Background: an optimization exercise with open tools, aiming at small area, a short achievable clock period and few clock cycles per item. Do not read the settings as production practice. Function was checked by simulation only, so behaviour that the tests miss may differ from the original. Power is estimated from default activity; no workload was simulated.

File: flow/run.sh
#!/bin/bash
# Layout flow: the standard flow, with two changes between its steps.
#  1. After the standard synthesis, flow/fapol.py re-chooses the polarity of
#     each full adder cell (a full adder is self-dual) to drop the inverters
#     that Yosys's adder extraction leaves between them, and turns an xor2
#     with one inverted input into an xnor2 (or back). Registers and all
#     other cells are untouched.
#  2. Ports are buffered with sky130_fd_sc_hd__buf_1 instead of the
#     flow's default buffer cell (every port still gets its own buffer).
# Each tool's output goes to a log file of its own in this folder.
set -euo pipefail
R=orfs/results/sky130hd/word_tokenizer_fnv1a_hasher_top/base
bash standard.sh synth > 1_standard_synth.log 2>&1
cp $R/1_2_yosys.v 1_2_yosys.standard.v
python3 flow/fapol.py 1_2_yosys.standard.v $R/1_2_yosys.v > 2_fapol.log 2>&1
touch $R/1_2_yosys.v
bash standard.sh BUFFER_PORTS_ARGS="-buffer_cell sky130_fd_sc_hd__buf_1" finish > 3_standard_finish.log 2>&1
File: flow/fapol.py
#!/usr/bin/env python3
"""Choose the polarity of each full adder cell in a Yosys netlist so that as
few inverters as possible remain.

A full adder is self-dual: complementing its three inputs complements its sum
and carry. Yosys's adder extraction leaves many inverters between full
adders; this picks, for every fa cell, whether to build it on complemented
inputs (giving complemented outputs), then rebuilds the inverters: at most
one per signal, from the signal's net. Only inverters are removed or added
and only fa inputs are rewired; registers and all other cells are unchanged.

usage: fapol.py IN.v OUT.v
"""
import re, sys, random

src = open(sys.argv[1]).read()
m = re.search(r'^module\s+(\S+)\((.*?)\);\n', src, re.M | re.S)
head_end = m.end()
end_mod = src.rindex('endmodule')
body = src[head_end:end_mod]

decl_re = re.compile(r'^\s*(input|output|inout|wire)\s+(\[\d+:\d+\]\s+)?(\S+)\s*;\s*$', re.M)
inst_re = re.compile(r'^\s*(sky130_fd_sc_hd__\w+)\s+(\S+)\s*\((.*?)\);\s*$', re.M | re.S)
pin_re = re.compile(r'\.(\w+)\(\s*(.*?)\s*\)\s*(?:,|$)', re.S)

decls = []
ports = set()
for d in decl_re.finditer(body):
    decls.append(d.group(0))
    if d.group(1) in ('output',):
        rng = d.group(2)
        name = d.group(3)
        if rng:
            hi, lo = map(int, re.findall(r'\d+', rng))
            for i in range(min(hi, lo), max(hi, lo) + 1):
                ports.add(f'{name}[{i}]')
        else:
            ports.add(name)

OUTPINS = {'X', 'Y', 'Q', 'Q_N', 'SUM', 'COUT', 'HI', 'LO'}
cells = []
for c in inst_re.finditer(body):
    typ, name, pins = c.group(1), c.group(2), c.group(3)
    conn = {}
    for p in pin_re.finditer(pins):
        conn[p.group(1)] = p.group(2).strip()
    cells.append({'type': typ, 'name': name, 'conn': conn})

def is_inv(c):
    return re.match(r'sky130_fd_sc_hd__(clk)?inv_\d+$', c['type']) is not None

def norm(n):
    return n.strip()

driver = {}
for c in cells:
    for p, n in c['conn'].items():
        if p in OUTPINS:
            driver[norm(n)] = (c, p)

# inverters that drive a port stay as they are (treated as ordinary cells)
invs = [c for c in cells if is_inv(c) and norm(c['conn']['Y']) not in ports]
inv_set = set(id(c) for c in invs)

def resolve(n):
    n = norm(n); p = 0
    while n in driver and id(driver[n][0]) in inv_set:
        n = norm(driver[n][0]['conn']['A']); p ^= 1
    return n, p

fas = [c for c in cells if c['type'].startswith('sky130_fd_sc_hd__fa_')]
fa_idx = {id(c): i for i, c in enumerate(fas)}
sig_fa = {}                      # signal net -> fa index that drives it
for i, c in enumerate(fas):
    sig_fa[norm(c['conn']['SUM'])] = i
    sig_fa[norm(c['conn']['COUT'])] = i

# consumers: (cell, pin, signal, polarity)
cons = []
for c in cells:
    if id(c) in inv_set:
        continue
    for p, n in c['conn'].items():
        if p in OUTPINS:
            continue
        s, pol = resolve(n)
        cons.append((c, p, s, pol))
# signals that reach a port other than through kept cells: freeze their fa
frozen = set()
for n in ports:
    s, pol = resolve(n)
    if s in sig_fa and (s != norm(n)):
        frozen.add(sig_fa[s])

by_sig = {}
for k, (c, p, s, pol) in enumerate(cons):
    by_sig.setdefault(s, []).append(k)
fa_sigs = [set() for _ in fas]
for k, (c, p, s, pol) in enumerate(cons):
    if id(c) in fa_idx:
        fa_sigs[fa_idx[id(c)]].add(s)
    if s in sig_fa:
        fa_sigs[sig_fa[s]].add(s)

flip = [0] * len(fas)

def is_xor(c):
    return re.match(r'sky130_fd_sc_hd__x(n)?or2_\d+$', c['type']) is not None

def sig_cost(s):
    phi = flip[sig_fa[s]] if s in sig_fa else 0
    for k in by_sig.get(s, []):
        c, p, _, pol = cons[k]
        if is_xor(c):
            continue
        eff = pol ^ (flip[fa_idx[id(c)]] if id(c) in fa_idx else 0)
        if eff != phi:
            return 1
    return 0

def total():
    return sum(sig_cost(s) for s in by_sig)

before = total()
random.seed(1)
best_flip, best = list(flip), before
for restart in range(30):
    flip[:] = [0] * len(fas) if restart == 0 else [random.randint(0, 1) if i not in frozen else 0 for i in range(len(fas))]
    order = list(range(len(fas)))
    for rnd in range(60):
        improved = False
        random.shuffle(order)
        for i in order:
            if i in frozen:
                continue
            old = sum(sig_cost(s) for s in fa_sigs[i])
            flip[i] ^= 1
            new = sum(sig_cost(s) for s in fa_sigs[i])
            if new < old:
                improved = True
            elif new == old and random.random() < 0.3:
                pass
            else:
                flip[i] ^= 1
        if not improved and rnd > 15:
            break
    cur = total()
    if cur < best:
        best, best_flip = cur, list(flip)
flip[:] = best_flip
after = total()

def esc(n):
    n = norm(n)
    return n + ' ' if n.startswith('\\') else n

# rebuild: drop resolved inverters, one new inverter per signal that needs it
inv_of = {}
new_wires, new_cells = [], []
kept_inv_type = {}
for c in invs:
    s, _ = resolve(c['conn']['Y'])
    kept_inv_type.setdefault(s, c['type'])
cnt = 0
def inv_net(s):
    global cnt
    if s not in inv_of:
        cnt += 1
        w = f'_fapol_{cnt}_'
        inv_of[s] = w
        new_wires.append(f'  wire {w};')
        t = kept_inv_type.get(s, 'sky130_fd_sc_hd__inv_1')
        new_cells.append(f'  {t} _fapol_inv_{cnt}_ (\n    .A({esc(s)}),\n    .Y({w})\n  );')
    return inv_of[s]

swap = {}
for k, (c, p, s, pol) in enumerate(cons):
    phi = flip[sig_fa[s]] if s in sig_fa else 0
    eff = pol ^ (flip[fa_idx[id(c)]] if id(c) in fa_idx else 0)
    if is_xor(c):
        c['conn'][p] = s
        if eff != phi:
            swap[id(c)] = swap.get(id(c), 0) ^ 1
        continue
    c['conn'][p] = s if eff == phi else inv_net(s)
n_swap = 0
for c in cells:
    if swap.get(id(c)):
        n_swap += 1
        m2 = re.match(r'sky130_fd_sc_hd__(x(?:n)?or2)_(\d+)$', c['type'])
        kind, drive = m2.group(1), m2.group(2)
        if kind == 'xor2':
            c['type'] = f'sky130_fd_sc_hd__xnor2_{drive}'
            c['conn'] = {('Y' if q == 'X' else q): n for q, n in c['conn'].items()}
        else:
            c['type'] = f'sky130_fd_sc_hd__xor2_{drive}'
            c['conn'] = {('X' if q == 'Y' else q): n for q, n in c['conn'].items()}

dead = set(norm(c['conn']['Y']) for c in invs)
out = [src[:head_end]]
for d in decls:
    mm = decl_re.match(d)
    if mm.group(1) == 'wire' and not mm.group(2) and norm(mm.group(3)) in dead:
        continue
    out.append(d + '\n')
out += [w + '\n' for w in new_wires]
for c in cells:
    if id(c) in inv_set:
        continue
    pins = ',\n'.join(f'    .{p}({esc(n)})' for p, n in c['conn'].items())
    out.append(f"  {c['type']} {c['name']} (\n{pins}\n  );\n")
out += [x + '\n' for x in new_cells]
out.append(src[end_mod:])
open(sys.argv[2], 'w').write(''.join(out))
print(f'fapol: {len(fas)} full adders, {sum(flip)} flipped, {len(frozen)} frozen, {n_swap} xor/xnor swapped; '
      f'inverters {len(invs)} -> {len(inv_of)} (signal cost {before} -> {after})')
File: standard.sh
#!/bin/bash
# synth_recipe.tcl (not shown) runs the flow's synth.tcl, then flattens the netlist and writes it again
# the make line also repeats each setting of config.mk as NAME=value (left out here)
make -C /OpenROAD-flow-scripts/flow DESIGN_CONFIG=/design/flow/config.mk WORK_HOME=/design/flow/orfs CLKGATE_MAP_FILE= SYNTH_SCRIPT=/design/flow/synth_recipe.tcl "${@:-finish}"
File: config.mk
export PLATFORM = sky130hd
export DESIGN_NAME = word_tokenizer_fnv1a_hasher_top
export DESIGN_NICKNAME = word_tokenizer_fnv1a_hasher_top
export VERILOG_FILES = /design/flow/design.v
export SDC_FILE = /design/flow/constraint.sdc
export NUM_CORES = 4
export LEC_CHECK = 0
export CAP_MARGIN = 20
export CORE_MARGIN = 2
export CORE_UTILIZATION = 40
export CTS_BUF_LIST = sky130_fd_sc_hd__clkbuf_8
export CTS_CLUSTER_DIAMETER = 150
export CTS_CLUSTER_SIZE = 40
export SETUP_SLACK_MARGIN = 2.5
export SLEW_MARGIN = 20
File: constraint.sdc
create_clock -name core_clock -period 6.5 [get_ports {clk}]
set_input_delay 1.3000 -clock core_clock [delete_from_list [all_inputs] [get_ports {clk}]]
set_output_delay 1.3000 -clock core_clock [all_outputs]
set_load 0.01 [all_outputs]
File: design.v
package wtok_pkg;
  localparam int unsigned LENGTH_WIDTH_DEF = 16;
  localparam logic [31:0] FNV_BASIS = 32'h811C_9DC5;
  localparam logic [31:0] FNV_PRIME = 32'h0100_0193;
  localparam logic [7:0] CHR_NUL = 8'h00;
  localparam logic [7:0] CHR_TAB = 8'h09;
  localparam logic [7:0] CHR_LF  = 8'h0A;
  localparam logic [7:0] CHR_VT  = 8'h0B;
  localparam logic [7:0] CHR_FF  = 8'h0C;
  localparam logic [7:0] CHR_CR  = 8'h0D;
  localparam logic [7:0] CHR_SP  = 8'h20;
  localparam logic [15:0] EOS_LENGTH = 16'd4;
  localparam int unsigned QUEUE_DEPTH = 4;
  localparam int unsigned QUEUE_PTR_W = $clog2(QUEUE_DEPTH);
  localparam int unsigned QUEUE_CNT_W = $clog2(QUEUE_DEPTH + 1);
  typedef struct packed {
    logic [7:0] data_byte;
    logic       end_of_input;
  } byte_t;
  typedef struct packed {
    logic [31:0] word_hash;
    logic [15:0] word_length;
    logic        is_eos;
    logic        last;
  } token_t;
  localparam int unsigned TOKEN_W = 50;  
  localparam logic [31:0] EOS_HASH = 32'hD79C_9359;
endpackage
import wtok_pkg::*;
module wtok_room (
  input  logic [1:0] cls,
  input  logic       in_word,
  input  logic [1:0] e_pre,
  input  logic       w_own,
  input  logic       e_post,
  input  logic       take,
  output logic       ok
);
  logic       e_front;
  logic [1:0] e_pre1;
  logic       w_own1;
  logic       e_post1;
  always_comb begin
    e_front = (e_pre != 2'd0);
    e_pre1  = e_pre;
    w_own1  = w_own;
    e_post1 = e_post;
    if (take) begin
      if (e_front) begin
        e_pre1 = e_pre - 2'd1;
      end else if (w_own) begin
        w_own1  = 1'b0;
        e_pre1  = {1'b0, e_post};
        e_post1 = 1'b0;
      end
    end
    case (cls)
      2'd1:    ok = in_word || !w_own;
      2'd2:    ok = in_word || (w_own1 ? !e_post1 : (e_pre1 != 2'd2));
      2'd3:    ok = 1'b1;
      default: ok = 1'b0;
    endcase
  end
endmodule
module word_tokenizer_fnv1a_hasher_top #(
  parameter int unsigned LENGTH_WIDTH = wtok_pkg::LENGTH_WIDTH_DEF
) (
  input  logic   clk,
  input  logic   rst,
  input  logic   byte_valid,
  output logic   byte_ready,
  input  wtok_pkg::byte_t  byte_data,
  output logic   token_valid,
  input  logic   token_ready,
  output wtok_pkg::token_t token_data
);
  localparam logic [1:0] C_NONE = 2'd0;
  localparam logic [1:0] C_WORD = 2'd1;
  localparam logic [1:0] C_LF   = 2'd2;
  localparam logic [1:0] C_END  = 2'd3;
  logic [1:0]  ib_cls;
  logic        ib_b7;
  logic                    in_word;
  logic [31:0]             hash_r;
  logic [LENGTH_WIDTH-1:0] len_r;
  logic                    last_r;
  logic [1:0]  e_pre;
  logic        w_own;
  logic        e_post;
  logic        rdy_nt;
  logic        rdy_t;
  logic        e_front;
  logic        word_end;
  logic        imm_w;
  logic        take;
  logic        w_now;       
  logic        w_give;      
  logic        ok;
  logic        hash_upd;
  logic        hash_clr;
  logic        byte_xfer;
  logic        in_space;
  logic [1:0]  in_cls;
  logic [6:0]  in_low;
  logic [31:0] mix_out;
  logic [31:0] mixed;
  logic [6:0]  hlo_n;
  logic        w_next_nt;   
  logic        w_next_t;    
  logic [1:0]  ib_cls_n;
  logic        in_word_n;
  logic [1:0]  e_pre_n;
  logic        w_own_n;
  logic        e_post_n;
  logic        ok_nt_n;
  logic        ok_t_n;
  assign e_front     = (e_pre != 2'd0);
  assign word_end    = in_word && ib_cls[1];
  assign imm_w       = word_end && !e_front;
  assign token_valid = e_front || w_own || imm_w;
  assign take        = token_valid && token_ready;
  assign token_data.word_hash   = e_front ? EOS_HASH : hash_r;
  assign token_data.word_length = e_front ? EOS_LENGTH : 16'(len_r);
  assign token_data.is_eos      = e_front;
  assign token_data.last        = e_front || (w_own ? last_r : ib_cls[0]);
  assign byte_ready = rdy_nt || (token_ready && rdy_t);
  assign byte_xfer  = byte_valid && byte_ready;
  wtok_room u_room (
    .cls(ib_cls), .in_word(in_word), .e_pre(e_pre), .w_own(w_own),
    .e_post(e_post), .take(take), .ok(ok)
  );
  always_comb begin
    w_now    = imm_w && token_ready;
    w_give   = take && !e_front && w_own;
    hash_upd = (ib_cls == C_WORD) && ok;
    hash_clr = w_now || w_give;
    in_space = (byte_data.data_byte == CHR_SP)  || (byte_data.data_byte == CHR_LF) ||
               (byte_data.data_byte == CHR_CR)  || (byte_data.data_byte == CHR_TAB) ||
               (byte_data.data_byte == CHR_VT)  || (byte_data.data_byte == CHR_FF) ||
               (byte_data.data_byte == CHR_NUL);
    if (byte_data.end_of_input)                 in_cls = C_END;
    else if (byte_data.data_byte == CHR_LF)     in_cls = C_LF;
    else if (in_space)                          in_cls = C_END;
    else                                        in_cls = C_WORD;
    in_low = byte_data.data_byte[6:0] ^ {7{byte_data.data_byte[7]}};
    if (byte_xfer)   ib_cls_n = in_cls;
    else if (ok)     ib_cls_n = C_NONE;
    else             ib_cls_n = ib_cls;
    e_pre_n   = e_pre;
    w_own_n   = w_own;
    e_post_n  = e_post;
    in_word_n = in_word;
    if (take && !imm_w) begin
      if (e_front) begin
        e_pre_n = e_pre - 2'd1;
      end else begin
        w_own_n  = 1'b0;
        e_pre_n  = {1'b0, e_post};
        e_post_n = 1'b0;
      end
    end
    if (ok) begin
      case (ib_cls)
        C_WORD: in_word_n = 1'b1;
        C_LF: begin
          in_word_n = 1'b0;
          if (in_word) begin
            if (w_now) begin
              e_pre_n  = e_pre_n + 2'd1;
            end else begin
              w_own_n  = 1'b1;
              e_post_n = 1'b1;
            end
          end else if (w_own_n) begin
            e_post_n = 1'b1;
          end else begin
            e_pre_n  = e_pre_n + 2'd1;
          end
        end
        C_END: begin
          in_word_n = 1'b0;
          if (in_word && !w_now) w_own_n = 1'b1;
        end
        default: ;
      endcase
    end
    mixed = mix_out;
    if (rst || hash_clr) hlo_n = FNV_BASIS[6:0];
    else if (hash_upd)   hlo_n = mixed[6:0];
    else                 hlo_n = hash_r[6:0];
    if (byte_xfer && in_cls == C_WORD) hlo_n = hlo_n ^ in_low;
    w_next_nt = w_own_n || (in_word_n && ib_cls_n[1]);
    w_next_t  = (e_pre_n != 2'd0) && w_next_nt;
  end
  fnv_mul u_mul (.x(hash_r), .e(ib_b7), .y(mix_out));
  wtok_room u_room_nt (
    .cls(ib_cls_n), .in_word(in_word_n), .e_pre(e_pre_n), .w_own(w_own_n),
    .e_post(e_post_n), .take(1'b0), .ok(ok_nt_n)
  );
  wtok_room u_room_t (
    .cls(ib_cls_n), .in_word(in_word_n), .e_pre(e_pre_n), .w_own(w_own_n),
    .e_post(e_post_n), .take(1'b1), .ok(ok_t_n)
  );
  always_ff @(posedge clk) begin
    if (rst) begin
      ib_cls  <= C_NONE;
      in_word <= 1'b0;
      e_pre   <= 2'd0;
      w_own   <= 1'b0;
      e_post  <= 1'b0;
      rdy_nt  <= 1'b1;
      rdy_t   <= 1'b1;
    end else begin
      ib_cls  <= ib_cls_n;
      in_word <= in_word_n;
      e_pre   <= e_pre_n;
      w_own   <= w_own_n;
      e_post  <= e_post_n;
      rdy_nt  <= ((ib_cls_n == C_NONE) || ok_nt_n) && !w_next_nt;
      rdy_t   <= ((ib_cls_n == C_NONE) || ok_t_n) && !w_next_t;
    end
  end
  always_ff @(posedge clk) begin
    if (byte_xfer) begin
      ib_b7 <= byte_data.data_byte[7];
    end
  end
  always_ff @(posedge clk) begin
    if (rst || hash_clr) begin
      hash_r[31:7] <= FNV_BASIS[31:7];
      len_r        <= '0;
    end else if (hash_upd) begin
      hash_r[31:7] <= mixed[31:7];
      if (len_r != '1) begin
        len_r <= len_r + LENGTH_WIDTH'(1);
      end
    end
  end
  always_ff @(posedge clk) begin
    hash_r[6:0] <= hlo_n;
  end
  always_ff @(posedge clk) begin
    if (ok && word_end && !w_now) begin
      last_r <= (ib_cls == C_END);
    end
  end
endmodule
module fnv_mul (
  input  logic [31:0] x,
  input  logic        e,
  output logic [31:0] y
);
  logic fs0;
  logic fc0;
  logic fs1;
  logic fc1;
  logic fs2;
  logic fc2;
  logic fs3;
  logic fc3;
  logic fs4;
  logic fc4;
  logic fs5;
  logic fc5;
  logic fs6;
  logic fc6;
  logic fs7;
  logic fc7;
  logic fs8;
  logic fc8;
  logic fs9;
  logic fc9;
  logic fs10;
  logic fc10;
  logic fs11;
  logic fc11;
  logic fs12;
  logic fc12;
  logic fs13;
  logic fc13;
  logic fs14;
  logic fc14;
  logic fs15;
  logic fc15;
  logic fs16;
  logic fc16;
  logic fs17;
  logic fc17;
  logic fs18;
  logic fc18;
  logic fs19;
  logic fc19;
  logic fs20;
  logic fc20;
  logic fs21;
  logic fc21;
  logic fs22;
  logic fc22;
  logic fs23;
  logic fc23;
  logic fs24;
  logic fc24;
  logic fs25;
  logic fc25;
  logic fs26;
  logic fc26;
  logic fs27;
  logic fc27;
  logic fs28;
  logic fc28;
  logic fs29;
  logic fc29;
  logic fs30;
  logic fc30;
  logic fs31;
  logic fc31;
  logic fs32;
  logic fc32;
  logic fs33;
  logic fc33;
  logic fs34;
  logic fc34;
  logic fs35;
  logic fc35;
  logic fs36;
  logic fc36;
  logic fs37;
  logic fc37;
  logic fs38;
  logic fc38;
  logic fs39;
  logic fc39;
  logic fs40;
  logic fc40;
  logic fs41;
  logic fc41;
  logic fs42;
  logic fc42;
  logic fs43;
  logic fc43;
  logic fs44;
  logic fc44;
  logic fs45;
  logic fc45;
  logic fs46;
  logic fc46;
  logic fs47;
  logic fc47;
  logic fs48;
  logic fc48;
  logic fs49;
  logic fc49;
  logic fs50;
  logic fc50;
  logic fs51;
  logic fc51;
  logic fs52;
  logic fc52;
  logic fs53;
  logic fc53;
  logic fs54;
  logic fc54;
  logic fs55;
  logic fc55;
  logic fs56;
  logic fc56;
  logic fs57;
  logic fc57;
  logic fs58;
  logic fc58;
  logic fs59;
  logic fc59;
  logic fs60;
  logic fc60;
  logic fs61;
  logic fc61;
  logic fs62;
  logic fc62;
  logic fs63;
  logic fc63;
  logic fs64;
  logic fc64;
  logic fs65;
  logic fc65;
  logic fs66;
  logic fc66;
  logic fs67;
  logic fc67;
  logic fs68;
  logic fc68;
  logic fs69;
  logic fc69;
  logic fs70;
  logic fc70;
  logic fs71;
  logic fc71;
  logic fs72;
  logic fc72;
  logic fs73;
  logic fc73;
  logic fs74;
  logic fc74;
  logic fs75;
  logic fc75;
  logic fs76;
  logic fc76;
  logic fs77;
  logic fc77;
  logic fs78;
  logic fc78;
  logic fs79;
  logic fc79;
  logic fs80;
  logic fc80;
  logic fs81;
  logic fc81;
  logic fs82;
  logic fc82;
  logic fs83;
  logic fc83;
  logic fs84;
  logic fc84;
  logic [31:0] ra, rb;
  assign fs0 = x[4] ^ x[3] ^ x[0];
  assign fc0 = (x[4] & x[3]) | (x[4] & x[0]) | (x[3] & x[0]);
  assign fs1 = x[5] ^ x[4] ^ x[1];
  assign fc1 = (x[5] & x[4]) | (x[5] & x[1]) | (x[4] & x[1]);
  assign fs2 = x[6] ^ x[5] ^ x[2];
  assign fc2 = (x[6] & x[5]) | (x[6] & x[2]) | (x[5] & x[2]);
  assign fs3 = x[7] ^ x[6] ^ x[3];
  assign fc3 = (x[7] & x[6]) | (x[7] & x[3]) | (x[6] & x[3]);
  assign fs4 = x[0] ^ e ^ fc2;
  assign fc4 = (x[0] & e) | (x[0] & fc2) | (e & fc2);
  assign fs5 = x[8] ^ x[7] ^ x[4];
  assign fc5 = (x[8] & x[7]) | (x[8] & x[4]) | (x[7] & x[4]);
  assign fs6 = x[1] ^ x[0] ^ e;
  assign fc6 = (x[1] & x[0]) | (x[1] & e) | (x[0] & e);
  assign fs7 = fc3 ^ fs5 ^ fs6;
  assign fc7 = (fc3 & fs5) | (fc3 & fs6) | (fs5 & fs6);
  assign fs8 = x[9] ^ x[8] ^ x[5];
  assign fc8 = (x[9] & x[8]) | (x[9] & x[5]) | (x[8] & x[5]);
  assign fs9 = x[2] ^ x[1] ^ fc5;
  assign fc9 = (x[2] & x[1]) | (x[2] & fc5) | (x[1] & fc5);
  assign fs10 = fc6 ^ fs8 ^ fc7;
  assign fc10 = (fc6 & fs8) | (fc6 & fc7) | (fs8 & fc7);
  assign fs11 = x[10] ^ x[9] ^ x[6];
  assign fc11 = (x[10] & x[9]) | (x[10] & x[6]) | (x[9] & x[6]);
  assign fs12 = x[3] ^ x[2] ^ fc8;
  assign fc12 = (x[3] & x[2]) | (x[3] & fc8) | (x[2] & fc8);
  assign fs13 = fs11 ^ fc9 ^ fs12;
  assign fc13 = (fs11 & fc9) | (fs11 & fs12) | (fc9 & fs12);
  assign fs14 = x[11] ^ x[10] ^ x[7];
  assign fc14 = (x[11] & x[10]) | (x[11] & x[7]) | (x[10] & x[7]);
  assign fs15 = x[4] ^ x[3] ^ fc11;
  assign fc15 = (x[4] & x[3]) | (x[4] & fc11) | (x[3] & fc11);
  assign fs16 = fs14 ^ fc12 ^ fs15;
  assign fc16 = (fs14 & fc12) | (fs14 & fs15) | (fc12 & fs15);
  assign fs17 = x[12] ^ x[11] ^ x[8];
  assign fc17 = (x[12] & x[11]) | (x[12] & x[8]) | (x[11] & x[8]);
  assign fs18 = x[5] ^ x[4] ^ fc14;
  assign fc18 = (x[5] & x[4]) | (x[5] & fc14) | (x[4] & fc14);
  assign fs19 = fs17 ^ fc15 ^ fs18;
  assign fc19 = (fs17 & fc15) | (fs17 & fs18) | (fc15 & fs18);
  assign fs20 = x[13] ^ x[12] ^ x[9];
  assign fc20 = (x[13] & x[12]) | (x[13] & x[9]) | (x[12] & x[9]);
  assign fs21 = x[6] ^ x[5] ^ fc17;
  assign fc21 = (x[6] & x[5]) | (x[6] & fc17) | (x[5] & fc17);
  assign fs22 = fs20 ^ fc18 ^ fs21;
  assign fc22 = (fs20 & fc18) | (fs20 & fs21) | (fc18 & fs21);
  assign fs23 = x[14] ^ x[13] ^ x[10];
  assign fc23 = (x[14] & x[13]) | (x[14] & x[10]) | (x[13] & x[10]);
  assign fs24 = x[7] ^ x[6] ^ fc20;
  assign fc24 = (x[7] & x[6]) | (x[7] & fc20) | (x[6] & fc20);
  assign fs25 = fs23 ^ fc21 ^ fs24;
  assign fc25 = (fs23 & fc21) | (fs23 & fs24) | (fc21 & fs24);
  assign fs26 = x[15] ^ x[14] ^ x[11];
  assign fc26 = (x[15] & x[14]) | (x[15] & x[11]) | (x[14] & x[11]);
  assign fs27 = x[8] ^ x[7] ^ fc23;
  assign fc27 = (x[8] & x[7]) | (x[8] & fc23) | (x[7] & fc23);
  assign fs28 = fs26 ^ fc24 ^ fs27;
  assign fc28 = (fs26 & fc24) | (fs26 & fs27) | (fc24 & fs27);
  assign fs29 = x[16] ^ x[15] ^ x[12];
  assign fc29 = (x[16] & x[15]) | (x[16] & x[12]) | (x[15] & x[12]);
  assign fs30 = x[9] ^ x[8] ^ fc26;
  assign fc30 = (x[9] & x[8]) | (x[9] & fc26) | (x[8] & fc26);
  assign fs31 = fs29 ^ fc27 ^ fs30;
  assign fc31 = (fs29 & fc27) | (fs29 & fs30) | (fc27 & fs30);
  assign fs32 = x[17] ^ x[16] ^ x[13];
  assign fc32 = (x[17] & x[16]) | (x[17] & x[13]) | (x[16] & x[13]);
  assign fs33 = x[10] ^ x[9] ^ fc29;
  assign fc33 = (x[10] & x[9]) | (x[10] & fc29) | (x[9] & fc29);
  assign fs34 = fs32 ^ fc30 ^ fs33;
  assign fc34 = (fs32 & fc30) | (fs32 & fs33) | (fc30 & fs33);
  assign fs35 = x[18] ^ x[17] ^ x[14];
  assign fc35 = (x[18] & x[17]) | (x[18] & x[14]) | (x[17] & x[14]);
  assign fs36 = x[11] ^ x[10] ^ fc32;
  assign fc36 = (x[11] & x[10]) | (x[11] & fc32) | (x[10] & fc32);
  assign fs37 = fs35 ^ fc33 ^ fs36;
  assign fc37 = (fs35 & fc33) | (fs35 & fs36) | (fc33 & fs36);
  assign fs38 = x[19] ^ x[18] ^ x[15];
  assign fc38 = (x[19] & x[18]) | (x[19] & x[15]) | (x[18] & x[15]);
  assign fs39 = x[12] ^ x[11] ^ fc35;
  assign fc39 = (x[12] & x[11]) | (x[12] & fc35) | (x[11] & fc35);
  assign fs40 = fs38 ^ fc36 ^ fs39;
  assign fc40 = (fs38 & fc36) | (fs38 & fs39) | (fc36 & fs39);
  assign fs41 = x[20] ^ x[19] ^ x[16];
  assign fc41 = (x[20] & x[19]) | (x[20] & x[16]) | (x[19] & x[16]);
  assign fs42 = x[13] ^ x[12] ^ fc38;
  assign fc42 = (x[13] & x[12]) | (x[13] & fc38) | (x[12] & fc38);
  assign fs43 = fs41 ^ fc39 ^ fs42;
  assign fc43 = (fs41 & fc39) | (fs41 & fs42) | (fc39 & fs42);
  assign fs44 = x[21] ^ x[20] ^ x[17];
  assign fc44 = (x[21] & x[20]) | (x[21] & x[17]) | (x[20] & x[17]);
  assign fs45 = x[14] ^ x[13] ^ fc41;
  assign fc45 = (x[14] & x[13]) | (x[14] & fc41) | (x[13] & fc41);
  assign fs46 = fs44 ^ fc42 ^ fs45;
  assign fc46 = (fs44 & fc42) | (fs44 & fs45) | (fc42 & fs45);
  assign fs47 = x[22] ^ x[21] ^ x[18];
  assign fc47 = (x[22] & x[21]) | (x[22] & x[18]) | (x[21] & x[18]);
  assign fs48 = x[15] ^ x[14] ^ fc44;
  assign fc48 = (x[15] & x[14]) | (x[15] & fc44) | (x[14] & fc44);
  assign fs49 = fs47 ^ fc45 ^ fs48;
  assign fc49 = (fs47 & fc45) | (fs47 & fs48) | (fc45 & fs48);
  assign fs50 = x[23] ^ x[22] ^ x[19];
  assign fc50 = (x[23] & x[22]) | (x[23] & x[19]) | (x[22] & x[19]);
  assign fs51 = x[16] ^ x[15] ^ fc47;
  assign fc51 = (x[16] & x[15]) | (x[16] & fc47) | (x[15] & fc47);
  assign fs52 = fs50 ^ fc48 ^ fs51;
  assign fc52 = (fs50 & fc48) | (fs50 & fs51) | (fc48 & fs51);
  assign fs53 = x[24] ^ x[23] ^ x[20];
  assign fc53 = (x[24] & x[23]) | (x[24] & x[20]) | (x[23] & x[20]);
  assign fs54 = x[17] ^ x[16] ^ x[0];
  assign fc54 = (x[17] & x[16]) | (x[17] & x[0]) | (x[16] & x[0]);
  assign fs55 = e ^ fc50 ^ fs53;
  assign fc55 = (e & fc50) | (e & fs53) | (fc50 & fs53);
  assign fs56 = fs54 ^ fc51 ^ fs55;
  assign fc56 = (fs54 & fc51) | (fs54 & fs55) | (fc51 & fs55);
  assign fs57 = x[25] ^ x[24] ^ x[21];
  assign fc57 = (x[25] & x[24]) | (x[25] & x[21]) | (x[24] & x[21]);
  assign fs58 = x[18] ^ x[17] ^ x[1];
  assign fc58 = (x[18] & x[17]) | (x[18] & x[1]) | (x[17] & x[1]);
  assign fs59 = fc53 ^ fc54 ^ fs57;
  assign fc59 = (fc53 & fc54) | (fc53 & fs57) | (fc54 & fs57);
  assign fs60 = fs58 ^ fc55 ^ fs59;
  assign fc60 = (fs58 & fc55) | (fs58 & fs59) | (fc55 & fs59);
  assign fs61 = x[26] ^ x[25] ^ x[22];
  assign fc61 = (x[26] & x[25]) | (x[26] & x[22]) | (x[25] & x[22]);
  assign fs62 = x[19] ^ x[18] ^ x[2];
  assign fc62 = (x[19] & x[18]) | (x[19] & x[2]) | (x[18] & x[2]);
  assign fs63 = fc57 ^ fc58 ^ fs61;
  assign fc63 = (fc57 & fc58) | (fc57 & fs61) | (fc58 & fs61);
  assign fs64 = fs62 ^ fc59 ^ fs63;
  assign fc64 = (fs62 & fc59) | (fs62 & fs63) | (fc59 & fs63);
  assign fs65 = x[27] ^ x[26] ^ x[23];
  assign fc65 = (x[27] & x[26]) | (x[27] & x[23]) | (x[26] & x[23]);
  assign fs66 = x[20] ^ x[19] ^ x[3];
  assign fc66 = (x[20] & x[19]) | (x[20] & x[3]) | (x[19] & x[3]);
  assign fs67 = fc61 ^ fc62 ^ fs65;
  assign fc67 = (fc61 & fc62) | (fc61 & fs65) | (fc62 & fs65);
  assign fs68 = fs66 ^ fc63 ^ fs67;
  assign fc68 = (fs66 & fc63) | (fs66 & fs67) | (fc63 & fs67);
  assign fs69 = x[28] ^ x[27] ^ x[24];
  assign fc69 = (x[28] & x[27]) | (x[28] & x[24]) | (x[27] & x[24]);
  assign fs70 = x[21] ^ x[20] ^ x[4];
  assign fc70 = (x[21] & x[20]) | (x[21] & x[4]) | (x[20] & x[4]);
  assign fs71 = fc65 ^ fc66 ^ fs69;
  assign fc71 = (fc65 & fc66) | (fc65 & fs69) | (fc66 & fs69);
  assign fs72 = fs70 ^ fc67 ^ fs71;
  assign fc72 = (fs70 & fc67) | (fs70 & fs71) | (fc67 & fs71);
  assign fs73 = x[29] ^ x[28] ^ x[25];
  assign fc73 = (x[29] & x[28]) | (x[29] & x[25]) | (x[28] & x[25]);
  assign fs74 = x[22] ^ x[21] ^ x[5];
  assign fc74 = (x[22] & x[21]) | (x[22] & x[5]) | (x[21] & x[5]);
  assign fs75 = fc69 ^ fc70 ^ fs73;
  assign fc75 = (fc69 & fc70) | (fc69 & fs73) | (fc70 & fs73);
  assign fs76 = fs74 ^ fc71 ^ fs75;
  assign fc76 = (fs74 & fc71) | (fs74 & fs75) | (fc71 & fs75);
  assign fs77 = x[30] ^ x[29] ^ x[26];
  assign fc77 = (x[30] & x[29]) | (x[30] & x[26]) | (x[29] & x[26]);
  assign fs78 = x[23] ^ x[22] ^ x[6];
  assign fc78 = (x[23] & x[22]) | (x[23] & x[6]) | (x[22] & x[6]);
  assign fs79 = fc73 ^ fc74 ^ fs77;
  assign fc79 = (fc73 & fc74) | (fc73 & fs77) | (fc74 & fs77);
  assign fs80 = fs78 ^ fc75 ^ fs79;
  assign fc80 = (fs78 & fc75) | (fs78 & fs79) | (fc75 & fs79);
  assign fs81 = x[31] ^ x[30] ^ x[27];
  assign fc81 = (x[31] & x[30]) | (x[31] & x[27]) | (x[30] & x[27]);
  assign fs82 = x[24] ^ x[23] ^ x[7];
  assign fc82 = (x[24] & x[23]) | (x[24] & x[7]) | (x[23] & x[7]);
  assign fs83 = fc77 ^ fc78 ^ fs81;
  assign fc83 = (fc77 & fc78) | (fc77 & fs81) | (fc78 & fs81);
  assign fs84 = fs82 ^ fc79 ^ fs83;
  assign fc84 = (fs82 & fc79) | (fs82 & fs83) | (fc79 & fs83);
  assign ra[0] = x[0];
  assign rb[0] = e;
  assign ra[1] = x[1];
  assign rb[1] = x[0];
  assign ra[2] = x[2];
  assign rb[2] = x[1];
  assign ra[3] = x[3];
  assign rb[3] = x[2];
  assign ra[4] = e;
  assign rb[4] = fs0;
  assign ra[5] = fc0;
  assign rb[5] = fs1;
  assign ra[6] = fc1;
  assign rb[6] = fs2;
  assign ra[7] = fs3;
  assign rb[7] = fs4;
  assign ra[8] = fc4;
  assign rb[8] = fs7;
  assign ra[9] = fs9;
  assign rb[9] = fs10;
  assign ra[10] = fc10;
  assign rb[10] = fs13;
  assign ra[11] = fc13;
  assign rb[11] = fs16;
  assign ra[12] = fc16;
  assign rb[12] = fs19;
  assign ra[13] = fc19;
  assign rb[13] = fs22;
  assign ra[14] = fc22;
  assign rb[14] = fs25;
  assign ra[15] = fc25;
  assign rb[15] = fs28;
  assign ra[16] = fc28;
  assign rb[16] = fs31;
  assign ra[17] = fc31;
  assign rb[17] = fs34;
  assign ra[18] = fc34;
  assign rb[18] = fs37;
  assign ra[19] = fc37;
  assign rb[19] = fs40;
  assign ra[20] = fc40;
  assign rb[20] = fs43;
  assign ra[21] = fc43;
  assign rb[21] = fs46;
  assign ra[22] = fc46;
  assign rb[22] = fs49;
  assign ra[23] = fc49;
  assign rb[23] = fs52;
  assign ra[24] = fc52;
  assign rb[24] = fs56;
  assign ra[25] = fc56;
  assign rb[25] = fs60;
  assign ra[26] = fc60;
  assign rb[26] = fs64;
  assign ra[27] = fc64;
  assign rb[27] = fs68;
  assign ra[28] = fc68;
  assign rb[28] = fs72;
  assign ra[29] = fc72;
  assign rb[29] = fs76;
  assign ra[30] = fc76;
  assign rb[30] = fs80;
  assign ra[31] = fc80;
  assign rb[31] = fs84;
  logic [31:0] g0, p0;
  assign g0 = ra & rb;
  assign p0 = ra ^ rb;
  logic gc0;
  assign gc0 = g0[0] | (p0[0] & e);
  logic gn1, pn1;
  assign gn1 = g0[1] | (p0[1] & gc0);
  assign pn1 = p0[1] & p0[0];
  logic gn2, pn2;
  assign gn2 = g0[3] | (p0[3] & g0[2]);
  assign pn2 = p0[3] & p0[2];
  logic gn3, pn3;
  assign gn3 = g0[5] | (p0[5] & g0[4]);
  assign pn3 = p0[5] & p0[4];
  logic gn4, pn4;
  assign gn4 = g0[7] | (p0[7] & g0[6]);
  assign pn4 = p0[7] & p0[6];
  logic gn5, pn5;
  assign gn5 = g0[9] | (p0[9] & g0[8]);
  assign pn5 = p0[9] & p0[8];
  logic gn6, pn6;
  assign gn6 = g0[11] | (p0[11] & g0[10]);
  assign pn6 = p0[11] & p0[10];
  logic gn7, pn7;
  assign gn7 = g0[13] | (p0[13] & g0[12]);
  assign pn7 = p0[13] & p0[12];
  logic gn8, pn8;
  assign gn8 = g0[15] | (p0[15] & g0[14]);
  assign pn8 = p0[15] & p0[14];
  logic gn9, pn9;
  assign gn9 = g0[17] | (p0[17] & g0[16]);
  assign pn9 = p0[17] & p0[16];
  logic gn10, pn10;
  assign gn10 = g0[19] | (p0[19] & g0[18]);
  assign pn10 = p0[19] & p0[18];
  logic gn11, pn11;
  assign gn11 = g0[21] | (p0[21] & g0[20]);
  assign pn11 = p0[21] & p0[20];
  logic gn12, pn12;
  assign gn12 = g0[23] | (p0[23] & g0[22]);
  assign pn12 = p0[23] & p0[22];
  logic gn13, pn13;
  assign gn13 = g0[25] | (p0[25] & g0[24]);
  assign pn13 = p0[25] & p0[24];
  logic gn14, pn14;
  assign gn14 = g0[27] | (p0[27] & g0[26]);
  assign pn14 = p0[27] & p0[26];
  logic gn15, pn15;
  assign gn15 = g0[29] | (p0[29] & g0[28]);
  assign pn15 = p0[29] & p0[28];
  logic gn16, pn16;
  assign gn16 = g0[31] | (p0[31] & g0[30]);
  assign pn16 = p0[31] & p0[30];
  logic gn17, pn17;
  assign gn17 = g0[2] | (p0[2] & gn1);
  assign pn17 = p0[2] & pn1;
  logic gn18, pn18;
  assign gn18 = gn2 | (pn2 & gn1);
  assign pn18 = pn2 & pn1;
  logic gn19, pn19;
  assign gn19 = g0[6] | (p0[6] & gn3);
  assign pn19 = p0[6] & pn3;
  logic gn20, pn20;
  assign gn20 = gn4 | (pn4 & gn3);
  assign pn20 = pn4 & pn3;
  logic gn21, pn21;
  assign gn21 = g0[10] | (p0[10] & gn5);
  assign pn21 = p0[10] & pn5;
  logic gn22, pn22;
  assign gn22 = gn6 | (pn6 & gn5);
  assign pn22 = pn6 & pn5;
  logic gn23, pn23;
  assign gn23 = g0[14] | (p0[14] & gn7);
  assign pn23 = p0[14] & pn7;
  logic gn24, pn24;
  assign gn24 = gn8 | (pn8 & gn7);
  assign pn24 = pn8 & pn7;
  logic gn25, pn25;
  assign gn25 = g0[18] | (p0[18] & gn9);
  assign pn25 = p0[18] & pn9;
  logic gn26, pn26;
  assign gn26 = gn10 | (pn10 & gn9);
  assign pn26 = pn10 & pn9;
  logic gn27, pn27;
  assign gn27 = g0[22] | (p0[22] & gn11);
  assign pn27 = p0[22] & pn11;
  logic gn28, pn28;
  assign gn28 = gn12 | (pn12 & gn11);
  assign pn28 = pn12 & pn11;
  logic gn29, pn29;
  assign gn29 = g0[26] | (p0[26] & gn13);
  assign pn29 = p0[26] & pn13;
  logic gn30, pn30;
  assign gn30 = gn14 | (pn14 & gn13);
  assign pn30 = pn14 & pn13;
  logic gn31, pn31;
  assign gn31 = g0[30] | (p0[30] & gn15);
  assign pn31 = p0[30] & pn15;
  logic gn32, pn32;
  assign gn32 = gn16 | (pn16 & gn15);
  assign pn32 = pn16 & pn15;
  logic gn33, pn33;
  assign gn33 = g0[4] | (p0[4] & gn18);
  assign pn33 = p0[4] & pn18;
  logic gn34, pn34;
  assign gn34 = gn3 | (pn3 & gn18);
  assign pn34 = pn3 & pn18;
  logic gn35, pn35;
  assign gn35 = gn19 | (pn19 & gn18);
  assign pn35 = pn19 & pn18;
  logic gn36, pn36;
  assign gn36 = gn20 | (pn20 & gn18);
  assign pn36 = pn20 & pn18;
  logic gn37, pn37;
  assign gn37 = g0[12] | (p0[12] & gn22);
  assign pn37 = p0[12] & pn22;
  logic gn38, pn38;
  assign gn38 = gn7 | (pn7 & gn22);
  assign pn38 = pn7 & pn22;
  logic gn39, pn39;
  assign gn39 = gn23 | (pn23 & gn22);
  assign pn39 = pn23 & pn22;
  logic gn40, pn40;
  assign gn40 = gn24 | (pn24 & gn22);
  assign pn40 = pn24 & pn22;
  logic gn41, pn41;
  assign gn41 = g0[20] | (p0[20] & gn26);
  assign pn41 = p0[20] & pn26;
  logic gn42, pn42;
  assign gn42 = gn11 | (pn11 & gn26);
  assign pn42 = pn11 & pn26;
  logic gn43, pn43;
  assign gn43 = gn27 | (pn27 & gn26);
  assign pn43 = pn27 & pn26;
  logic gn44, pn44;
  assign gn44 = gn28 | (pn28 & gn26);
  assign pn44 = pn28 & pn26;
  logic gn45, pn45;
  assign gn45 = g0[28] | (p0[28] & gn30);
  assign pn45 = p0[28] & pn30;
  logic gn46, pn46;
  assign gn46 = gn15 | (pn15 & gn30);
  assign pn46 = pn15 & pn30;
  logic gn47, pn47;
  assign gn47 = gn31 | (pn31 & gn30);
  assign pn47 = pn31 & pn30;
  logic gn48, pn48;
  assign gn48 = gn32 | (pn32 & gn30);
  assign pn48 = pn32 & pn30;
  logic gn49, pn49;
  assign gn49 = g0[8] | (p0[8] & gn36);
  assign pn49 = p0[8] & pn36;
  logic gn50, pn50;
  assign gn50 = gn5 | (pn5 & gn36);
  assign pn50 = pn5 & pn36;
  logic gn51, pn51;
  assign gn51 = gn21 | (pn21 & gn36);
  assign pn51 = pn21 & pn36;
  logic gn52, pn52;
  assign gn52 = gn22 | (pn22 & gn36);
  assign pn52 = pn22 & pn36;
  logic gn53, pn53;
  assign gn53 = gn37 | (pn37 & gn36);
  assign pn53 = pn37 & pn36;
  logic gn54, pn54;
  assign gn54 = gn38 | (pn38 & gn36);
  assign pn54 = pn38 & pn36;
  logic gn55, pn55;
  assign gn55 = gn39 | (pn39 & gn36);
  assign pn55 = pn39 & pn36;
  logic gn56, pn56;
  assign gn56 = gn40 | (pn40 & gn36);
  assign pn56 = pn40 & pn36;
  logic gn57, pn57;
  assign gn57 = g0[24] | (p0[24] & gn44);
  assign pn57 = p0[24] & pn44;
  logic gn58, pn58;
  assign gn58 = gn13 | (pn13 & gn44);
  assign pn58 = pn13 & pn44;
  logic gn59, pn59;
  assign gn59 = gn29 | (pn29 & gn44);
  assign pn59 = pn29 & pn44;
  logic gn60, pn60;
  assign gn60 = gn30 | (pn30 & gn44);
  assign pn60 = pn30 & pn44;
  logic gn61, pn61;
  assign gn61 = gn45 | (pn45 & gn44);
  assign pn61 = pn45 & pn44;
  logic gn62, pn62;
  assign gn62 = gn46 | (pn46 & gn44);
  assign pn62 = pn46 & pn44;
  logic gn63, pn63;
  assign gn63 = gn47 | (pn47 & gn44);
  assign pn63 = pn47 & pn44;
  logic gn64, pn64;
  assign gn64 = gn48 | (pn48 & gn44);
  assign pn64 = pn48 & pn44;
  logic gn65, pn65;
  assign gn65 = g0[16] | (p0[16] & gn56);
  assign pn65 = p0[16] & pn56;
  logic gn66, pn66;
  assign gn66 = gn9 | (pn9 & gn56);
  assign pn66 = pn9 & pn56;
  logic gn67, pn67;
  assign gn67 = gn25 | (pn25 & gn56);
  assign pn67 = pn25 & pn56;
  logic gn68, pn68;
  assign gn68 = gn26 | (pn26 & gn56);
  assign pn68 = pn26 & pn56;
  logic gn69, pn69;
  assign gn69 = gn41 | (pn41 & gn56);
  assign pn69 = pn41 & pn56;
  logic gn70, pn70;
  assign gn70 = gn42 | (pn42 & gn56);
  assign pn70 = pn42 & pn56;
  logic gn71, pn71;
  assign gn71 = gn43 | (pn43 & gn56);
  assign pn71 = pn43 & pn56;
  logic gn72, pn72;
  assign gn72 = gn44 | (pn44 & gn56);
  assign pn72 = pn44 & pn56;
  logic gn73, pn73;
  assign gn73 = gn57 | (pn57 & gn56);
  assign pn73 = pn57 & pn56;
  logic gn74, pn74;
  assign gn74 = gn58 | (pn58 & gn56);
  assign pn74 = pn58 & pn56;
  logic gn75, pn75;
  assign gn75 = gn59 | (pn59 & gn56);
  assign pn75 = pn59 & pn56;
  logic gn76, pn76;
  assign gn76 = gn60 | (pn60 & gn56);
  assign pn76 = pn60 & pn56;
  logic gn77, pn77;
  assign gn77 = gn61 | (pn61 & gn56);
  assign pn77 = pn61 & pn56;
  logic gn78, pn78;
  assign gn78 = gn62 | (pn62 & gn56);
  assign pn78 = pn62 & pn56;
  logic gn79, pn79;
  assign gn79 = gn63 | (pn63 & gn56);
  assign pn79 = pn63 & pn56;
  logic gn80, pn80;
  assign gn80 = gn64 | (pn64 & gn56);
  assign pn80 = pn64 & pn56;
  logic [31:0] pe;
  assign pe = p0 ^ {32{e}};
  assign y[0] = pe[0] ^ e;
  assign y[1] = pe[1] ^ gc0;
  assign y[2] = pe[2] ^ gn1;
  assign y[3] = pe[3] ^ gn17;
  assign y[4] = pe[4] ^ gn18;
  assign y[5] = pe[5] ^ gn33;
  assign y[6] = pe[6] ^ gn34;
  assign y[7] = pe[7] ^ gn35;
  assign y[8] = pe[8] ^ gn36;
  assign y[9] = pe[9] ^ gn49;
  assign y[10] = pe[10] ^ gn50;
  assign y[11] = pe[11] ^ gn51;
  assign y[12] = pe[12] ^ gn52;
  assign y[13] = pe[13] ^ gn53;
  assign y[14] = pe[14] ^ gn54;
  assign y[15] = pe[15] ^ gn55;
  assign y[16] = pe[16] ^ gn56;
  assign y[17] = pe[17] ^ gn65;
  assign y[18] = pe[18] ^ gn66;
  assign y[19] = pe[19] ^ gn67;
  assign y[20] = pe[20] ^ gn68;
  assign y[21] = pe[21] ^ gn69;
  assign y[22] = pe[22] ^ gn70;
  assign y[23] = pe[23] ^ gn71;
  assign y[24] = pe[24] ^ gn72;
  assign y[25] = pe[25] ^ gn73;
  assign y[26] = pe[26] ^ gn74;
  assign y[27] = pe[27] ^ gn75;
  assign y[28] = pe[28] ^ gn76;
  assign y[29] = pe[29] ^ gn77;
  assign y[30] = pe[30] ^ gn78;
  assign y[31] = pe[31] ^ gn79;
endmodule
==> out/metrics.cfg, run 1 <==
[setup_path]
cp_num_buf_inv=0
critical_path_class=reg -> reg
slowest_stage=fa_1
cp.arrival_ns=4.15
crit_path_end_kind=flip-flop
startpoint=hash_r[16]$_SDFFE_PP0P_
crit_fanout=7
cp_top_family=adder cells
worst_setup_path_start_kind=flip-flop
crit_chain=fa_2 > fa_1 > fa_1 > ha_4 > a21oi_2 > o21ai_2 > a2111o_1 > and2_4 > a2111o_1 > a31oi_1 > xnor2_1 > o31ai_1
cp.required_ns=6.75
slowest_delay_ns=0.61
reg2reg_from=hash_r[16]$_SDFFE_PP0P_

[timing]
period_share_pct=59.9
worst_pin_slew_ns=0.810
fin_crit_ns=3.89
maxSlewViolCount=0
setup_violations=0
hold_viol_final=0
max_clock_freq_mhz=257
fin_worst_skew_ns=0.0118
slew_headroom_pct=45.1
rsz0062_at_grt=no
fin_setup_tns_ns=0

[hold_path]
worstHoldStart=len_r[5]$_SDFFE_PP0P_
hold_class=reg -> reg

[run_status]
outcome=complete, no violations

[place]
dp_hpwl_mm=12.5
port_buffers=64
gp_congestion=0.886

[power_and_ir_drop]
max-vdd-ir-drop_v=0.000149
leakage_nw=2.73
powerDensity_nw_per_um2=395

[run]
cap_violations=0

[finish]
final_common_cell=fa_1
drive_above_1_share_pct=13.7
mostFrequentLayoutCells=fa_1, xnor2_1, nor2_1, buf_1, nand2_1
multi_input_comb_area_um2=5060
seqCellArea_um2=1250
n_fill_cell=1505
utilization_pct=47.7
n_antenna_cell=0
area_delta_synth_final_pct=15.3
nets=877

[detailed_routing]
wl_per_cell_um=17.5
num_vias=5114
vias_per_cell=5.32
ant_nets=0
dr.pass1.iters=6
drtIter0Drc=253
finalWirelength_mm=16.8
drc_errors=0

[clock_tree]
path_clk_slew_ns=0.08
clock_latency_ns=0.35
cts_sinks=59
cts-root-buf=clkbuf_8
hold_buffers=0
cts_tree=built
h-tree-depth=3
ctsLongestPathBuffers=2
cts_inserted_buffers=9

[die]
die_w_um=130
ios=65
start_util_pct=41.3
fp-row-count=45
die_h_um=130
coreArea_um2=15300
dieArea_um2=16900

[global_routing]
grt_pass1_wl_mm=27.4
grt_usage_pct=21.0
antenna_found_initial=0
grt-ovfl-total=0
grt_max_degree=36
grt_pass1_vias=5209

[logic_synthesis]
syn-cell-area_um2=6330
avgSynthCellArea_um2=9.37
syn_inst=676
synth_nets=808
synth_warnings=2

[per-stage QoR]
step           hold WS (ns)  power [mW]  instance area (um2)  setup slack, ns  cells
2_1_floorplan         0.466        1.90                 6330             2.52    676
3_3_place_gp          0.495        2.24                 6750             2.19    928
3_5_place_dp          0.507        2.27                 6750             2.06    928
4_1_cts               0.522        2.69                 7020             2.49    944
5_1_grt               0.553        3.16                 7300             2.47    961
6_report              0.524        2.88                 7300             2.61    961
[worst min-delay path, delay by kind of cell (launching register included)]
family	cells	cell delay [ns]
AOI/OAI and AO/OA	2	0.14
DFF	1	0.34
[where the power goes]
| part | internal, mW | switching [mW] | leakage, nW |
|---|---|---|---|
| Clock | 0.176 | 0.165 | 0.101 |
| Sequential | 0.384 | 0.0616 | 0.486 |
| Combinational | 1.00 | 1.09 | 2.14 |
[state kept, by name, indices dropped and copies added, names as in the netlist]
signal / cells
e_pre: 2
ib_cls: 2
ib_b7: 1
in_word: 1
w_own: 1
last_r: 1
e_post: 1
rdy_t: 1
len_r: 16
hash_r: 32
rdy_nt: 1
[worst paths after layout]
path / cells past startpoint / endpoint / slack, ns
worst min register to register: 2 / len_r[5]$_SDFFE_PP0P_ / 0.52
worst min-delay path: 2 / len_r[5]$_SDFFE_PP0P_ / 0.52
worst max register to register: 12 / hash_r[29]$_SDFFE_PP0P_ / 2.61
worst max-delay path: 12 / hash_r[29]$_SDFFE_PP0P_ / 2.61
[timing repair]
item | in CTS | in global routing
gates resized for setup | 27 | 36
pin swaps | 1 | 17
buffers inserted | 0 | 17
endpoints found under the setup margin | 13 | 11
[area by class of cell]
type,instances,share of cell area [%]
sequential,59,17.2
multi-input combinational,556,69.3
tap,211,3.62
timing repair buffer,86,5.55
clock buffer,9,1.70
clock inverter,7,0.943
inverter,33,1.70
[routing by layer]
layer,part of all wire (%),vias to the layer above,global-route usage (%)
met1,45,2533,29.0
met4,0.73,0,4.11
li1,-,2446,-
met2,50,124,35.3
met3,4.3,11,3.16
met5,0,-,0
Testbench counts, summed over its fixed seeds: cycles 24,016, bytes 24,000.
==> run 2: changes to the inputs <==
--- a/config.mk
+++ b/config.mk
@@ -5,11 +5,11 @@
 export SDC_FILE = /design/flow/constraint.sdc
 export NUM_CORES = 4
 export LEC_CHECK = 0
+export ABC_AREA = 1
 export CAP_MARGIN = 20
 export CORE_MARGIN = 2
 export CORE_UTILIZATION = 40
 export CTS_BUF_LIST = sky130_fd_sc_hd__clkbuf_8
-export CTS_CLUSTER_DIAMETER = 150
-export CTS_CLUSTER_SIZE = 40
-export SETUP_SLACK_MARGIN = 2.5
+export CTS_CLUSTER_SIZE = 20
+export SETUP_SLACK_MARGIN = 2.8
 export SLEW_MARGIN = 20
==> out/metrics.cfg, run 2 <==
[finish]
mostFrequentLayoutCells=nand2_1, inv_1, fa_1, a21oi_1, nor2_1
nets=1017  ; +16%
final_common_cell=nand2_1
regMostFlops=hash_r
area_delta_synth_final_pct=13.9
largest_reg_flops=32  ; unchanged
drive_above_1_share_pct=10.7  ; -3.1 points
n_antenna_cell=0  ; unchanged
final_area_um2=7410  ; +1.6%
top_regs=hash_r (32), len_r (16)
finalNonFillerCells=1106  ; +15%

[clock_tree]
path_clk_slew_ns=0.08  ; about the same
cts-root-buf=clkbuf_8
h-tree-depth=3  ; unchanged
clock_latency_ns=0.37  ; +0.02 ns
cts_inserted_buffers=9  ; unchanged
cts_sinks=59  ; unchanged
cts_tree=built
ctsLongestPathBuffers=2  ; unchanged
hold_buffers=0  ; unchanged

[timing]
hold_viol_final=0  ; unchanged
fin_setup_tns_ns=0  ; unchanged
whs_ns=0.501  ; -0.0231 ns
max_clock_freq_mhz=276  ; +7.5%
rsz0062_at_grt=yes
period_share_pct=55.7  ; -4.2 points
fin_worst_skew_ns=0.00817  ; -0.00359 ns
worst_pin_slew_ns=0.872  ; +0.0615 ns
setup_violations=0  ; unchanged
maxSlewViolCount=0  ; unchanged
fin_crit_ns=3.62  ; -0.272 ns
slew_headroom_pct=41.8  ; -3.3 points

[detailed_routing]
dr.pass1.iters=4  ; -2
drtIter0Drc=233  ; -7.9%
num_vias=5452  ; +6.6%
wl_per_cell_um=14.7  ; -16%
drc_errors=0  ; unchanged
ant_nets=0  ; unchanged
vias_per_cell=4.93  ; -7.4%
finalWirelength_mm=16.2  ; -3.5%

[power_and_ir_drop]
clkPwrFrac_pct=12.1  ; +0.3 points
max-vdd-ir-drop_v=0.000147  ; -1.1%
power.internal_mw=1.38  ; -12%
netSwitchingFraction_pct=48.0  ; +2.2 points
leakage_nw=3.17  ; +16%
p_seq_share_pct=16.6  ; +1.1 points
finalPower_mw=2.65  ; -8.0%
power_frac_comb_pct=71.3  ; -1.4 points
powerDensity_nw_per_um2=358  ; -9.5%
p_sw_mw=1.27  ; -3.7%

[global_routing]
grt_pass1_wl_mm=27.2  ; -0.86%
antenna_found_initial=0  ; unchanged
grt-ovfl-total=0  ; unchanged
grt_usage_pct=19.5  ; -1.4 points
grt_pass1_vias=5417  ; +4.0%
grt_max_degree=37  ; +2.8%

[die]
coreArea_um2=15900  ; +3.7%
die_w_um=132  ; +1.3%
die_h_um=132  ; +1.3%
start_util_pct=41.0  ; -0.37 points
ios=65  ; unchanged
fp-row-count=46  ; +2.2%
dieArea_um2=17300  ; +2.7%

[setup_path]
crit_path_end_kind=flip-flop
slowest_stage=fa_1
crit_fanout=7  ; unchanged
reg2regPathDepth=20  ; +8
critical_path_class=reg -> reg
cp.required_ns=6.76  ; about the same
worst_setup_path_start_kind=flip-flop
crit_top_cell=nand2_1
crit_chain=buf_12 > fa_1 > fa_2 > fa_1 > ha_4 > a21oi_4 > o21ai_1 > inv_1 > nor2_2 > a211oi_2 > buf_4 > nand2_4 > nand2_1 > nand2_1 > nand2_1 > nand2_1 > nand2_1 > nand2_1 > nor2_1 > nor2_1
cp.arrival_ns=3.88  ; -0.27 ns
slowest_delay_ns=0.56  ; -0.05 ns

[hold_path]
hold_class=reg -> reg
holdPathStages=2  ; unchanged

[logic_synthesis]
syn-cell-area_um2=6510  ; +2.8%
avgSynthCellArea_um2=7.97  ; -15%
synth_warnings=2  ; unchanged
synth_nets=949  ; +17%
syn_inst=817  ; +21%

[run]
cap_violations=0  ; unchanged

[place]
port_buffers=64  ; unchanged
placed_cells=1079  ; +16%
placed_area_um2=6960  ; +3.1%
dp_hpwl_mm=11.8  ; -5.8%
gp_congestion=0.901  ; +1.6%

[run_status]
outcome=complete, no violations

==> run 2: worst paths after layout <==
check / start / endpoint / slack, ns
worst max-delay path: ib_b7$_DFFE_PP_ / hash_r[21]$_SDFFE_PP0P_ / 2.88
worst min register to register: len_r[1]$_SDFFE_PP0P_ / len_r[1]$_SDFFE_PP0P_ / 0.50
worst max register to register: ib_b7$_DFFE_PP_ / hash_r[21]$_SDFFE_PP0P_ / 2.88
worst min-delay path: len_r[1]$_SDFFE_PP0P_ / len_r[1]$_SDFFE_PP0P_ / 0.50
==> run 2: repair_timing <==
| item | 4_1_cts | 5_1_grt |
|---|---|---|
| resized for setup | 22 | 32 |
| cloned | 2 | 0 |
| buffers inserted | 3 | 6 |
| pin swaps | 3 | 5 |
| endpoints found under the setup margin | 16 | 16 |
==> run 2: critical path, delay by kind of cell (launching register included) <==
kind	cells	cell delay, ns
flip-flops	1	0.44
buffers and inverters	3	0.40
adder cells (fa/ha/maj)	4	1.63
AND/OR/NAND/NOR	10	0.63
AO/OA/AOI/OAI	3	0.38
==> run 2: per-layer routing <==
metal / part of all wire (%) / vias to the layer above / track usage (%) / routed length, um
met3: 4.7 / 24 / 4.13 / 756
met2: 47 / 135 / 32.2 / 7650
li1: - / 2748 / - / -
met4: 1.9 / 0 / 5.13 / 303
met5: 0 / - / 0 / 0
met1: 46 / 2545 / 26.1 / 7510
==> run 2: area by class of cell <==
type	count	area [um2]
Inverter	110	413
Fill cell	1634	8470
Timing Repair Buffer	78	387
Clock inverter	7	53.8
Clock buffer	9	124
Sequential cell	59	1240
Multi-Input combinational cell	627	4930
Tap cell	216	270
==> run 2: stage by stage <==
stage / utilization (%) / worst slack [ns]
floorplan: - / 3.01
global placement: 43.8 / 2.39
detailed placement: 43.8 / 2.35
CTS: 45.7 / 2.80
global route: 46.7 / 2.68
finish: 46.7 / 2.88
==> run 2: power by group through the flow <==
stage	sequential, mW	combinational [mW]	clock (mW)
after global routing	0.448	2.12	0.343
final	0.440	1.89	0.322
after floorplan	0.431	1.36	0
after global placement	0.449	1.63	0
after CTS	0.443	1.70	0.334
after detailed placement	0.449	1.63	0
==> run 3: changes to the inputs <==
--- a/config.mk
+++ b/config.mk
@@ -11,5 +11,5 @@
 export CORE_UTILIZATION = 40
 export CTS_BUF_LIST = sky130_fd_sc_hd__clkbuf_8
 export CTS_CLUSTER_SIZE = 20
-export SETUP_SLACK_MARGIN = 2.8
+export SETUP_SLACK_MARGIN = 3.0
 export SLEW_MARGIN = 20
==> out/metrics.cfg, run 3 <==
[detailed_routing]
drc_errors=0  ; unchanged
vias_per_cell=4.93  ; about the same
ant_nets=0  ; unchanged
num_vias=5491  ; +0.72%
drtIter0Drc=240  ; +3.0%
wl_per_cell_um=15.0  ; +2.1%
finalWirelength_mm=16.7  ; +2.8%
dr.pass1.iters=4  ; unchanged

[global_routing]
antenna_found_initial=0  ; unchanged
grt_pass1_wl_mm=27.8  ; +2.1%
grt_pass1_vias=5518  ; +1.9%
grt_usage_pct=20.0  ; +0.48 points
grt_max_degree=37  ; unchanged
grt-ovfl-total=0  ; unchanged

[setup_path]
path_depth=18  ; -10%
crit_chain=buf_12 > fa_1 > fa_2 > fa_1 > ha_4 > buf_4 > nand2_1 > nor3_2 > nand2_2 > nand2_2 > buf_6 > nand2_2 > nand2_2 > nand2_2 > nand2_1 > nand2_1 > nand2_1 > a21oi_2
startpoint=ib_b7$_DFFE_PP_
cp.arrival_ns=3.82  ; -0.06 ns
crit_fanout=4  ; -3
slowest_delay_ns=0.49  ; -0.07 ns
crit_path_end_kind=flip-flop
slowest_stage=fa_1
r2r_end=hash_r[25]$_SDFFE_PP0P_
reg2regPathDepth=18  ; -10%
crit_top_cell=nand2_2
cp_num_buf_inv=3  ; unchanged
worst_setup_path_start_kind=flip-flop
rrSetupSlack_ns=2.92  ; +0.04 ns
endpoint=hash_r[25]$_SDFFE_PP0P_
critical_path_class=reg -> reg
cp_top_family=adder cells
reg2reg_from=ib_b7$_DFFE_PP_
cp.required_ns=6.74  ; -0.02 ns

[finish]
multi_input_comb_area_um2=5010  ; +1.7%
n_antenna_cell=0  ; unchanged
finalNonFillerCells=1114  ; +0.72%
seqCellArea_um2=1260  ; +1.6%
drive_above_1_share_pct=14.0  ; +3.4 points
n_fill_cell=1620  ; -0.86%
utilization_pct=47.7  ; +1.0 points
area_delta_synth_final_pct=16.4
largest_reg_flops=32  ; unchanged
mostFrequentLayoutCells=nand2_1, inv_1, fa_1, a21oi_1, nor2_1
top_regs=hash_r (32), len_r (16)
final_area_um2=7580  ; +2.2%
nets=1025  ; +0.79%
regMostFlops=hash_r
final_common_cell=nand2_1

[timing]
worst_pin_slew_ns=0.869  ; -0.00308 ns
fin_setup_tns_ns=0  ; unchanged
setup_violations=0  ; unchanged
rsz0062_at_grt=yes
max_clock_freq_mhz=280  ; +1.2%
slew_headroom_pct=42.0  ; +0.21 points
hold_viol_final=0  ; unchanged
fin_crit_ns=3.58  ; -0.0441 ns
worst_slack_ns=2.92  ; +0.0441 ns
maxSlewViolCount=0  ; unchanged
whs_ns=0.503  ; +0.00195 ns
period_share_pct=55.0  ; -0.68 points
fin_worst_skew_ns=0.0101  ; +0.00191 ns

[place]
port_buffers=64  ; unchanged
placed_cells=1079  ; unchanged
dp_hpwl_mm=11.8  ; unchanged
gp_congestion=0.901  ; unchanged
pre_cts_slack_ns=2.35  ; unchanged
placed_area_um2=6960  ; unchanged

[die]
fp-row-count=46  ; unchanged
coreArea_um2=15900  ; unchanged
die_h_um=132  ; unchanged
dieArea_um2=17300  ; unchanged
die_w_um=132  ; unchanged
start_util_pct=41.0  ; unchanged
ios=65  ; unchanged

[clock_tree]
ctsLongestPathBuffers=2  ; unchanged
h-tree-depth=3  ; unchanged
path_clk_slew_ns=0.08  ; about the same
clock_latency_ns=0.37  ; about the same
cts-root-buf=clkbuf_8
cts_sinks=59  ; unchanged
cts_tree=built
cts_inserted_buffers=9  ; unchanged

[logic_synthesis]
syn_inst=817  ; unchanged
synth_nets=949  ; unchanged
syn-cell-area_um2=6510  ; unchanged
synth_warnings=2  ; unchanged
avgSynthCellArea_um2=7.97  ; unchanged

[hold_path]
hold_class=reg -> reg

[power_and_ir_drop]
leakage_nw=3.22  ; +1.8%
max-vdd-ir-drop_v=0.000138  ; -6.2%
powerDensity_nw_per_um2=365  ; +2.0%
finalPower_mw=2.76  ; +4.3%

[run_status]
outcome=complete, no violations

[run]
cap_violations=0  ; unchanged

==> run 3: worst reg2reg max path: stages (launching register included) <==
cell	delay [ns]
edfxtp_1	0.44
buf_12	0.15
fa_1	0.49
fa_2	0.36
fa_1	0.49
ha_4	0.31
buf_4	0.11
nand2_1	0.07
nor3_2	0.19
nand2_2	0.14
nand2_2	0.15
buf_6	0.14
nand2_2	0.06
nand2_2	0.08
nand2_2	0.05
nand2_1	0.05
nand2_1	0.05
nand2_1	0.07
a21oi_2	0.05
==> run 3: cell type report <==
| class | count | share of cell area [%] |
|---|---|---|
| timing repair buffer | 86 | 5.89 |
| tap | 216 | 3.57 |
| inverter | 110 | 5.45 |
| clock inverter | 7 | 0.710 |
| multi-input combinational | 627 | 66.1 |
| clock buffer | 9 | 1.63 |
| sequential | 59 | 16.6 |
==> run 3: worst min-delay path by stage <==
stage	from	to	slack [ns]	depth (start not counted)
2_1_floorplan	len_r[1]$_SDFFE_PP0P_	len_r[1]$_SDFFE_PP0P_	0.46	2
3_5_place_dp	len_r[8]$_SDFFE_PP0P_	len_r[8]$_SDFFE_PP0P_	0.49	2
6_report	len_r[1]$_SDFFE_PP0P_	len_r[1]$_SDFFE_PP0P_	0.50	2
3_3_place_gp	len_r[15]$_SDFFE_PP0P_	len_r[15]$_SDFFE_PP0P_	0.49	2
4_1_cts	len_r[1]$_SDFFE_PP0P_	len_r[1]$_SDFFE_PP0P_	0.50	2
5_1_grt	len_r[15]$_SDFFE_PP0P_	len_r[15]$_SDFFE_PP0P_	0.53	2
==> run 3: layer usage <==
| metal | vias up | global-route usage, % | part of all wire, % |
|---|---|---|---|
| met5 | - | 0 | 0 |
| met4 | 0 | 6.16 | 1.9 |
| met3 | 25 | 4.40 | 4.5 |
| met2 | 120 | 32.4 | 47 |
| met1 | 2583 | 26.8 | 46 |
| li1 | 2763 | - | - |
==> run 3: timing repair <==
action                                  4_1_cts  5_1_grt
endpoints found under the setup margin       29       18
setup buffers                                12        5
hold buffers                                  0        0
cloned                                        2        0
gates resized for setup                      58       26
pin swaps                                     9        7
==> run 3: power by group <==
part | internal (mW) | switching [mW] | total [mW] | leakage [nW]
Clock | 0.140 | 0.181 | 0.321 | 0.0818
Combinational | 0.913 | 1.09 | 2.00 | 2.66
Sequential | 0.382 | 0.0563 | 0.439 | 0.487
Total | 1.44 | 1.33 | 2.76 | 3.22

what the ideal ports hide:
The flow's constraints put no driver on any port. The routed layouts listed below were extracted and timed again, unchanged, in two steps. Step 1 (the two cells are an assumption about what drives the block):
set clk [get_ports {clk}]
set_driving_cell -lib_cell sky130_fd_sc_hd__clkbuf_16 $clk
set_driving_cell -lib_cell sky130_fd_sc_hd__buf_2 [delete_from_list [all_inputs] $clk]
Step 2 adds t to the input delays and takes it off the output delays; t is the mean of the earliest and latest rising clock arrival at the registers after step 1. Input paths then give back, and output paths get back, about the clock's delay inside the block. Three values: ideal ports, drivers, drivers and shift; two values: the first two.
| run | t, ns | setup WS [ns] | worst data-port slew with drivers (ns) |
|---|---|---|---|
| run 1 | 0.381 | 2.607 / 2.607 / 2.556 | 0.03 |
| run 2 | 0.403 | 2.879 / 2.879 / 2.771 | 0.03 |
| run 3 | 0.402 | 2.923 / 2.923 / 2.852 | 0.03 |
After both steps every run listed still meets setup and hold. The setup slack of run 2, which loses most, moves by 0.000 ns with the drivers and by -0.108 ns with both steps.
